Source: an optimization exercise on an open RTL-to-GDS flow (aim: small area, a short achievable clock period and few clock cycles per item). Production flows keep margins and buffers that such runs may drop. Function was checked by simulation only, so behaviour that the tests miss may differ from the original. Power and IR drop assume default switching activity.

### flow/config.mk
export PLATFORM = sky130hd
export DESIGN_NAME = key_hit_count_table
export DESIGN_NICKNAME = key_hit_count_table
export VERILOG_FILES = /design/flow/design.v
export SDC_FILE = /design/flow/constraint.sdc
export NUM_CORES = 4
export LEC_CHECK = 0
export CAP_MARGIN = 20
export CORE_MARGIN = 2
export CORE_UTILIZATION = 40
export SLEW_MARGIN = 20
### flow/constraint.sdc
create_clock -name core_clock -period 5.5 [get_ports {clk}]
set_input_delay 1.1000 -clock core_clock [delete_from_list [all_inputs] [get_ports {clk}]]
set_output_delay 1.1000 -clock core_clock [all_outputs]
set_load 0.01 [all_outputs]
### flow/design.v
`default_nettype none
package khc_pkg;
  localparam int TABLE_DEPTH_DEFAULT = 64;
  localparam int KEY_W    = 32;
  localparam int CNT_W    = 32;
  localparam int IDX_W    = 6;
  localparam int STATUS_W = 3;
  localparam int USED_W   = 7;
  localparam logic KIND_HIT  = 1'b0;
  localparam logic KIND_READ = 1'b1;
  localparam logic [STATUS_W-1:0] ST_COUNTED    = 3'd0;
  localparam logic [STATUS_W-1:0] ST_NEW        = 3'd1;
  localparam logic [STATUS_W-1:0] ST_FULL       = 3'd2;
  localparam logic [STATUS_W-1:0] ST_ZERO       = 3'd3;
  localparam logic [STATUS_W-1:0] ST_READ_OK    = 3'd4;
  localparam logic [STATUS_W-1:0] ST_READ_EMPTY = 3'd5;
  localparam logic [CNT_W-1:0] COUNT_MAX = '1;
  typedef struct packed {
    logic [STATUS_W-1:0] status;
    logic [KEY_W-1:0]    key;
    logic [CNT_W-1:0]    count;
    logic [USED_W-1:0]   used;
  } res_t;
endpackage
`default_nettype wire
`default_nettype none
module khc_ram #(
  parameter int WIDTH = 32,
  parameter int DEPTH = 64
) (
  input  wire logic                     clk,
  input  wire logic                     we,
  input  wire logic [$clog2(DEPTH)-1:0] waddr,
  input  wire logic [WIDTH-1:0]         wdata,
  input  wire logic [$clog2(DEPTH)-1:0] raddr,
  output logic      [WIDTH-1:0]         rdata
);
  logic [WIDTH-1:0] mem [DEPTH];
  always_ff @(posedge clk) begin
    if (we) begin
      mem[waddr] <= wdata;
    end
    rdata <= mem[raddr];
  end
endmodule
`default_nettype wire
`default_nettype none
module khc_ctrl #(
  parameter int DEPTH = khc_pkg::TABLE_DEPTH_DEFAULT
) (
  input  wire logic                          clk,
  input  wire logic                          rst,
  input  wire logic                          in_valid,
  output logic                               in_ready,
  input  wire logic                          kind,
  input  wire logic [khc_pkg::KEY_W-1:0]     key,
  input  wire logic [khc_pkg::IDX_W-1:0]     index,
  output logic      [$clog2(DEPTH)-1:0]      rd_addr,
  output logic      [$clog2(DEPTH)-1:0]      wr_addr,
  output logic                               key_we,
  output logic      [khc_pkg::KEY_W-1:0]     key_wdata,
  output logic                               cnt_we,
  output logic      [khc_pkg::CNT_W-1:0]     cnt_wdata,
  input  wire logic [khc_pkg::KEY_W-1:0]     key_rdata,
  input  wire logic [khc_pkg::CNT_W-1:0]     cnt_rdata,
  output logic                               res_valid,
  input  wire logic                          res_ready,
  output khc_pkg::res_t                      res
);
  localparam int AW = $clog2(DEPTH);
  localparam int UW = $clog2(DEPTH + 1);
  localparam int CW = (UW > khc_pkg::IDX_W) ? UW : khc_pkg::IDX_W;
  localparam logic [1:0] S_IDLE = 2'd0;
  localparam logic [1:0] S_SCAN = 2'd1;
  localparam logic [1:0] S_READ = 2'd2;
  localparam logic [1:0] S_DONE = 2'd3;
  logic [1:0]                state;
  logic [UW-1:0]             used;
  logic [UW-1:0]             used_next;
  logic [AW-1:0]             ptr;
  logic [UW-1:0]             ptr_inc;
  logic [khc_pkg::KEY_W-1:0] hold_key;
  logic accept;
  logic is_hit_item;
  logic idx_ok;
  logic last;
  logic full;
  logic match;
  logic do_match;
  logic do_new;
  logic [khc_pkg::CNT_W-1:0] cnt_sat;
  assign in_ready    = (state == S_IDLE);
  assign accept      = in_valid && in_ready;
  assign is_hit_item = (kind == khc_pkg::KIND_HIT);
  assign idx_ok      = CW'(index) < CW'(used);
  assign ptr_inc     = UW'(ptr) + UW'(1);
  assign last        = (ptr_inc == used);
  assign full        = (used == UW'(DEPTH));
  assign match       = (key_rdata == hold_key);
  assign cnt_sat     = (cnt_rdata == khc_pkg::COUNT_MAX) ? cnt_rdata
                                                         : cnt_rdata + khc_pkg::CNT_W'(1);
  assign do_match = (state == S_SCAN) && match;
  assign do_new   = ((state == S_SCAN) && !match && last && !full) ||
                    (accept && is_hit_item && (key != '0) && (used == '0));
  assign used_next = used + UW'(do_new);
  always_comb begin
    case (state)
      S_IDLE:  rd_addr = is_hit_item ? '0 : AW'(index);
      S_SCAN:  rd_addr = AW'(ptr_inc);
      default: rd_addr = ptr;
    endcase
  end
  assign wr_addr   = do_match ? ptr : AW'(used);
  assign key_we    = do_new;
  assign key_wdata = (state == S_IDLE) ? key : hold_key;
  assign cnt_we    = do_new || do_match;
  assign cnt_wdata = do_match ? cnt_sat : khc_pkg::CNT_W'(1);
  assign res_valid = (state == S_DONE);
  always_ff @(posedge clk) begin
    if (rst) begin
      state <= S_IDLE;
      used  <= '0;
    end else begin
      used <= used_next;
      case (state)
        S_IDLE: begin
          if (accept) begin
            hold_key <= key;
            ptr      <= '0;
            res.used <= khc_pkg::USED_W'(used_next);
            if (!is_hit_item) begin
              if (idx_ok) begin
                state <= S_READ;
              end else begin
                res.status <= khc_pkg::ST_READ_EMPTY;
                res.key    <= '0;
                res.count  <= '0;
                state      <= S_DONE;
              end
            end else if (key == '0) begin
              res.status <= khc_pkg::ST_ZERO;
              res.key    <= '0;
              res.count  <= '0;
              state      <= S_DONE;
            end else if (used == '0) begin
              res.status <= khc_pkg::ST_NEW;
              res.key    <= key;
              res.count  <= khc_pkg::CNT_W'(1);
              state      <= S_DONE;
            end else begin
              state <= S_SCAN;
            end
          end
        end
        S_READ: begin
          res.status <= khc_pkg::ST_READ_OK;
          res.key    <= key_rdata;
          res.count  <= cnt_rdata;
          state      <= S_DONE;
        end
        S_SCAN: begin
          res.used <= khc_pkg::USED_W'(used_next);
          if (match) begin
            res.status <= khc_pkg::ST_COUNTED;
            res.key    <= hold_key;
            res.count  <= cnt_sat;
            state      <= S_DONE;
          end else if (last) begin
            if (full) begin
              res.status <= khc_pkg::ST_FULL;
              res.key    <= '0;
              res.count  <= '0;
            end else begin
              res.status <= khc_pkg::ST_NEW;
              res.key    <= hold_key;
              res.count  <= khc_pkg::CNT_W'(1);
            end
            state <= S_DONE;
          end else begin
            ptr <= ptr_inc[AW-1:0];
          end
        end
        S_DONE: begin
          if (res_ready) begin
            state <= S_IDLE;
          end
        end
        default: state <= S_IDLE;
      endcase
    end
  end
endmodule
`default_nettype wire
`default_nettype none
module khc_out (
  input  wire logic                             clk,
  input  wire logic                             rst,
  input  wire logic                             res_valid,
  output logic                                  res_ready,
  input  wire khc_pkg::res_t                    res,
  output logic                                  out_valid,
  input  wire logic                             out_ready,
  output logic      [khc_pkg::STATUS_W-1:0]     status,
  output logic      [khc_pkg::KEY_W-1:0]        key_out,
  output logic      [khc_pkg::CNT_W-1:0]        count_out,
  output logic      [khc_pkg::USED_W-1:0]       entries_used
);
  assign res_ready = !out_valid || out_ready;
  always_ff @(posedge clk) begin
    if (rst) begin
      out_valid <= 1'b0;
    end else if (res_ready) begin
      out_valid <= res_valid;
    end
  end
  always_ff @(posedge clk) begin
    if (res_valid && res_ready) begin
      status       <= res.status;
      key_out      <= res.key;
      count_out    <= res.count;
      entries_used <= res.used;
    end
  end
endmodule
`default_nettype wire
`default_nettype none
module key_hit_count_table #(
  parameter int TABLE_DEPTH = khc_pkg::TABLE_DEPTH_DEFAULT
) (
  input  wire logic                             clk,
  input  wire logic                             rst,
  input  wire logic                             in_valid,
  output logic                                  in_ready,
  input  wire logic                             kind,
  input  wire logic [khc_pkg::KEY_W-1:0]        key,
  input  wire logic [khc_pkg::IDX_W-1:0]        index,
  output logic                                  out_valid,
  input  wire logic                             out_ready,
  output logic      [khc_pkg::STATUS_W-1:0]     status,
  output logic      [khc_pkg::KEY_W-1:0]        key_out,
  output logic      [khc_pkg::CNT_W-1:0]        count_out,
  output logic      [khc_pkg::USED_W-1:0]       entries_used
);
  localparam int AW = $clog2(TABLE_DEPTH);
  logic [AW-1:0]                 rd_addr;
  logic [AW-1:0]                 wr_addr;
  logic                          key_we;
  logic [khc_pkg::KEY_W-1:0]     key_wdata;
  logic                          cnt_we;
  logic [khc_pkg::CNT_W-1:0]     cnt_wdata;
  logic [khc_pkg::KEY_W-1:0]     key_rdata;
  logic [khc_pkg::CNT_W-1:0]     cnt_rdata;
  logic          res_valid;
  logic          res_ready;
  khc_pkg::res_t res;
  khc_ram #(
    .WIDTH (khc_pkg::KEY_W),
    .DEPTH (TABLE_DEPTH)
  ) u_key_ram (
    .clk   (clk),
    .we    (key_we),
    .waddr (wr_addr),
    .wdata (key_wdata),
    .raddr (rd_addr),
    .rdata (key_rdata)
  );
  khc_ram #(
    .WIDTH (khc_pkg::CNT_W),
    .DEPTH (TABLE_DEPTH)
  ) u_cnt_ram (
    .clk   (clk),
    .we    (cnt_we),
    .waddr (wr_addr),
    .wdata (cnt_wdata),
    .raddr (rd_addr),
    .rdata (cnt_rdata)
  );
  khc_ctrl #(
    .DEPTH (TABLE_DEPTH)
  ) u_ctrl (
    .clk       (clk),
    .rst       (rst),
    .in_valid  (in_valid),
    .in_ready  (in_ready),
    .kind      (kind),
    .key       (key),
    .index     (index),
    .rd_addr   (rd_addr),
    .wr_addr   (wr_addr),
    .key_we    (key_we),
    .key_wdata (key_wdata),
    .cnt_we    (cnt_we),
    .cnt_wdata (cnt_wdata),
    .key_rdata (key_rdata),
    .cnt_rdata (cnt_rdata),
    .res_valid (res_valid),
    .res_ready (res_ready),
    .res       (res)
  );
  khc_out u_out (
    .clk          (clk),
    .rst          (rst),
    .res_valid    (res_valid),
    .res_ready    (res_ready),
    .res          (res),
    .out_valid    (out_valid),
    .out_ready    (out_ready),
    .status       (status),
    .key_out      (key_out),
    .count_out    (count_out),
    .entries_used (entries_used)
  );
endmodule
`default_nettype wire
### flow/run.sh
#!/bin/bash
# synth_recipe.tcl (not shown) runs the flow's synth.tcl, then flattens the netlist and writes it again
# the make line also repeats each setting of config.mk as NAME=value (left out here)
make -C /OpenROAD-flow-scripts/flow DESIGN_CONFIG=/design/flow/config.mk WORK_HOME=/design/flow/orfs CLKGATE_MAP_FILE= SYNTH_SCRIPT=/design/flow/synth_recipe.tcl finish
==> impl_metrics.py <==
metrics = {
    "power_and_ir_drop": {
        "ir_drop_v": 0.000584,
        "p_per_area_nw_per_um2": 558,
        "p_leak_nw": 67.0,
        "p_total_mw": 111,
    },
    "timing": {
        "rsz0062_at_grt": "no",
        "skew_ns": 0.0541,
        "final-setup-viol-count": 0,
        "finalMaxSlewViolations": 0,
        "period_needed_ns": 5.27,
        "final-hold-violation-count": 0,
        "max_freq_ghz": 0.190,
        "timing.setup.tns_ns": 0,
        "worst_pin_slew_ns": 1.21,
        "fin_crit_sh": 0.959,
        "maxSlewHeadroom": 0.192,
    },
    "drt": {
        "post-route-drc-count": 0,
        "viasPerCell": 5.80,
        "drt-total-wl_mm": 521,
        "wire_per_inst_um": 28.8,
        "first_pass_iters": 9,
        "ant_nets": 0,
        "first_iter_violations": 13490,
        "vias": 104825,
    },
    "clock_network": {
        "cts_buffers": 418,
        "cts_tree": "built",
        "cts_hold_buffers": 0,
        "cts-htree-levels": 5,
        "cts_buffer_depth": 4,
        "insertion_delay_ns": 1.00,
        "path_clk_slew_ns": 0.06,
        "post_cts_resize_count": 0,
        "cts_setup_buffers": 0,
        "clock-sinks": 4356,
        "root_buffer": "clkbuf_16",
    },
    "yosys": {
        "synthesis.area_um2": 172000,
        "yosys.cell_types.count": 73,
        "seq_area_frac_synth": 0.757,
        "syn_nets": 11667,
        "synth_edf_count": 4282,
        "synth_warnings": 3,
        "syn_area_per_cell_um2": 14.8,
        "netlist_instances": 11610,
        "async_flop_share": 0,
        "synth_seq_cells": 4356,
        "synth_top_flop_cell": "edfxtp_1",
    },
    "job": {
        "drv_cap": 0,
    },
    "worst_setup_path": {
        "crit_path_end_kind": "flip-flop",
        "critPathKind": "flip-flop to flip-flop",
        "cp.required_ns": 6.34,
        "arrival_ns": 6.11,
        "path_max_fanout": 47,
        "worstSetupStartpointType": "flip-flop",
    },
    "cells_and_area": {
        "layout.nets": 12046,
        "fin_cells": 18063,
        "layout_common_cells": "edfxtp_1, nand2_1, nand3_1",
        "final_cell_area_um2": 199000,
        "drive_gt1_frac": 0.117,
        "area_growth_pct": 15.7,
        "final_common_cell": "edfxtp_1",
    },
    "global_route": {
        "grt_max_degree": 137,
        "track_usage": 0.233,
        "grt_pass1_wl_mm": 735,
        "grt_pass1_vias": 100416,
        "antenna_found_initial": 44,
        "grt_overflow": 0,
    },
    "place": {
        "placed_cells": 17254,
        "io_buffers": 118,
        "dpl.hpwl_mm": 315,
        "placedInstanceArea_um2": 185000,
        "place_congestion": 0.907,
    },
    "floorplanning": {
        "ios": 119,
        "dieArea_um2": 435000,
        "core_region_area_um2": 428000,
        "std_cell_rows": 240,
        "dieHeight_um": 660,
        "start_util": 0.402,
        "dieWidth_um": 660,
    },
    "outcome": {
        "status": "timing/DRC/antenna clean",
    },
    "worst_hold_path": {
        "hold_class": "flip-flop to flip-flop",
    },
}
==> worst paths after layout <==
check / start / to / slack, ns / depth (start not counted)
worst min register to register: u_ctrl.res[42]$_DFFE_PP_ / u_out.key_out[3]$_DFFE_PP_ / 0.41 / 0
worst min-delay path: u_ctrl.res[42]$_DFFE_PP_ / u_out.key_out[3]$_DFFE_PP_ / 0.41 / 0
worst max-delay path: u_ctrl.state[1]$_SDFFE_PP0P_ / u_cnt_ram.rdata[14]$_DFF_P_ / 0.23 / 11
worst max register to register: u_ctrl.state[1]$_SDFFE_PP0P_ / u_cnt_ram.rdata[14]$_DFF_P_ / 0.23 / 11
==> state kept, by name, indices dropped and copies added (netlist names), 7 cells and up <==
register,cells
u_out.count_out,32
u_out.key_out,32
u_cnt_ram.mem,2048
u_ctrl.hold_key,32
u_ctrl.used,7
u_key_ram.rdata,32
u_key_ram.mem,2048
u_cnt_ram.rdata,32
u_out.entries_used,7
u_ctrl.res,74
==> layer usage <==
metal / vias up / global-route usage / part of all wire
met5: - / 0 / 0.00020
met3: 900 / 0.0415 / 0.091
met1: 53643 / 0.320 / 0.40
met2: 5306 / 0.370 / 0.46
met4: 16 / 0.0877 / 0.041
li1: 44960 / - / -
==> where the power goes <==
part | switching [mW] | internal (mW) | total (mW)
combinational | 29.4 | 12.5 | 41.9
sequential | 0.754 | 39.1 | 39.9
clock | 12.4 | 16.9 | 29.3
total | 42.6 | 68.4 | 111
==> critical path, cell delays in order (launching register included) <==
cell and delay [ns]:
dfxtp_1 0.40, inv_1 0.11, ha_1 0.39, buf_4 0.30, or3b_2 0.72, nand2_4 0.24
buf_4 0.51, buf_4 0.65, nand3_1 0.16, nand3_1 0.15, nand4_1 0.76, or3_1 0.62
==> cell families after synthesis <==
family	synth area share
flops	0.757
simple gates	0.107
mux	0.0692
compound gates	0.0428
buf+inv	0.0190
xor+xnor	0.00400
fa+ha+maj	0.00102
==> per-stage QoR <==
stage | setup slack, ns | hold slack, ns | util
after floorplan | 0.266 | 0.400 | -
after CTS | 0.269 | 0.415 | 0.465
after global routing | 0.00165 | 0.422 | 0.465
after detailed placement | 0.0223 | 0.405 | 0.433
after global placement | -0.336 | 0.402 | 0.432
final | 0.227 | 0.414 | 0.465
==> final cells by class <==
cell class,instances,area [um^2]
clock buffer,545,11300
tap,5687,7120
multi-input combinational,6474,40200
inverter,49,184
antenna,28,70.1
clock inverter,234,2550
fill,36444,229000
sequential,4356,130000
timing repair buffer,690,7490
==> synthesized netlist by cell type (5+ instances only) <==
cell type / number / share of area
nand4_1: 117 / 0.0043
o211ai_1: 5 / 0.00022
a222oi_1: 32 / 0.0019
mux2i_1: 1150 / 0.067
or3_1: 43 / 0.0016
and3_1: 90 / 0.0033
a32oi_1: 122 / 0.0062
o31ai_1: 22 / 0.00096
dfxtp_1: 74 / 0.0086
buf_4: 15 / 0.00066
a211oi_1: 11 / 0.00048
inv_1: 45 / 0.00098
and4_1: 14 / 0.00071
clkbuf_1: 399 / 0.0087
a22o_1: 14 / 0.00071
xor2_1: 56 / 0.0029
nand2_1: 2329 / 0.051
nand3_1: 1256 / 0.037
o22a_1: 36 / 0.0018
nor3_1: 20 / 0.00058
xnor2_1: 20 / 0.0010
a22oi_1: 152 / 0.0066
a221oi_1: 11 / 0.00056
nor2b_1: 19 / 0.00069
a2111oi_0: 125 / 0.0064
buf_2: 222 / 0.0065
buf_1: 95 / 0.0021
and2_1: 19 / 0.00069
o22ai_1: 44 / 0.0016
o21ai_1: 7 / 0.00020
a21o_1: 5 / 0.00022
mux2_2: 35 / 0.0023
a21oi_1: 260 / 0.0076
ha_1: 14 / 0.0010
o2111ai_1: 42 / 0.0021
o21ai_0: 36 / 0.0010
a32o_1: 40 / 0.0023
nor2_1: 204 / 0.0045
a31oi_1: 11 / 0.00040
or4_1: 37 / 0.0016
edfxtp_1: 4282 / 0.75
nor4_1: 27 / 0.00098
Testbench counts, summed over its fixed seeds: cycles 332,202, items 12,000.

-- static timing again, ports no longer ideal --
The flow's constraints put no driver on any port. The routed layout listed below was extracted and timed again, unchanged, in two steps. Step 1, drivers: a clkbuf_16 drives clk and a buf_2 each remaining input, both assumed. Step 2 also shifts input and output timing later by t, the mid clock arrival at the registers, as if the neighbouring blocks saw the same clock. a / b / c = no drivers / after step 1 / after step 2; a / b = the first two.
t (ns): 1.074
setup WS [ns]: 0.227 / 0.227 / -0.310
worst slew at a driven data input, ns: 0.27
Met with ideal ports but missed after step 2: setup timing in this run. The setup slack of this run moves by 0.000 ns with the drivers and by -0.537 ns with both steps.
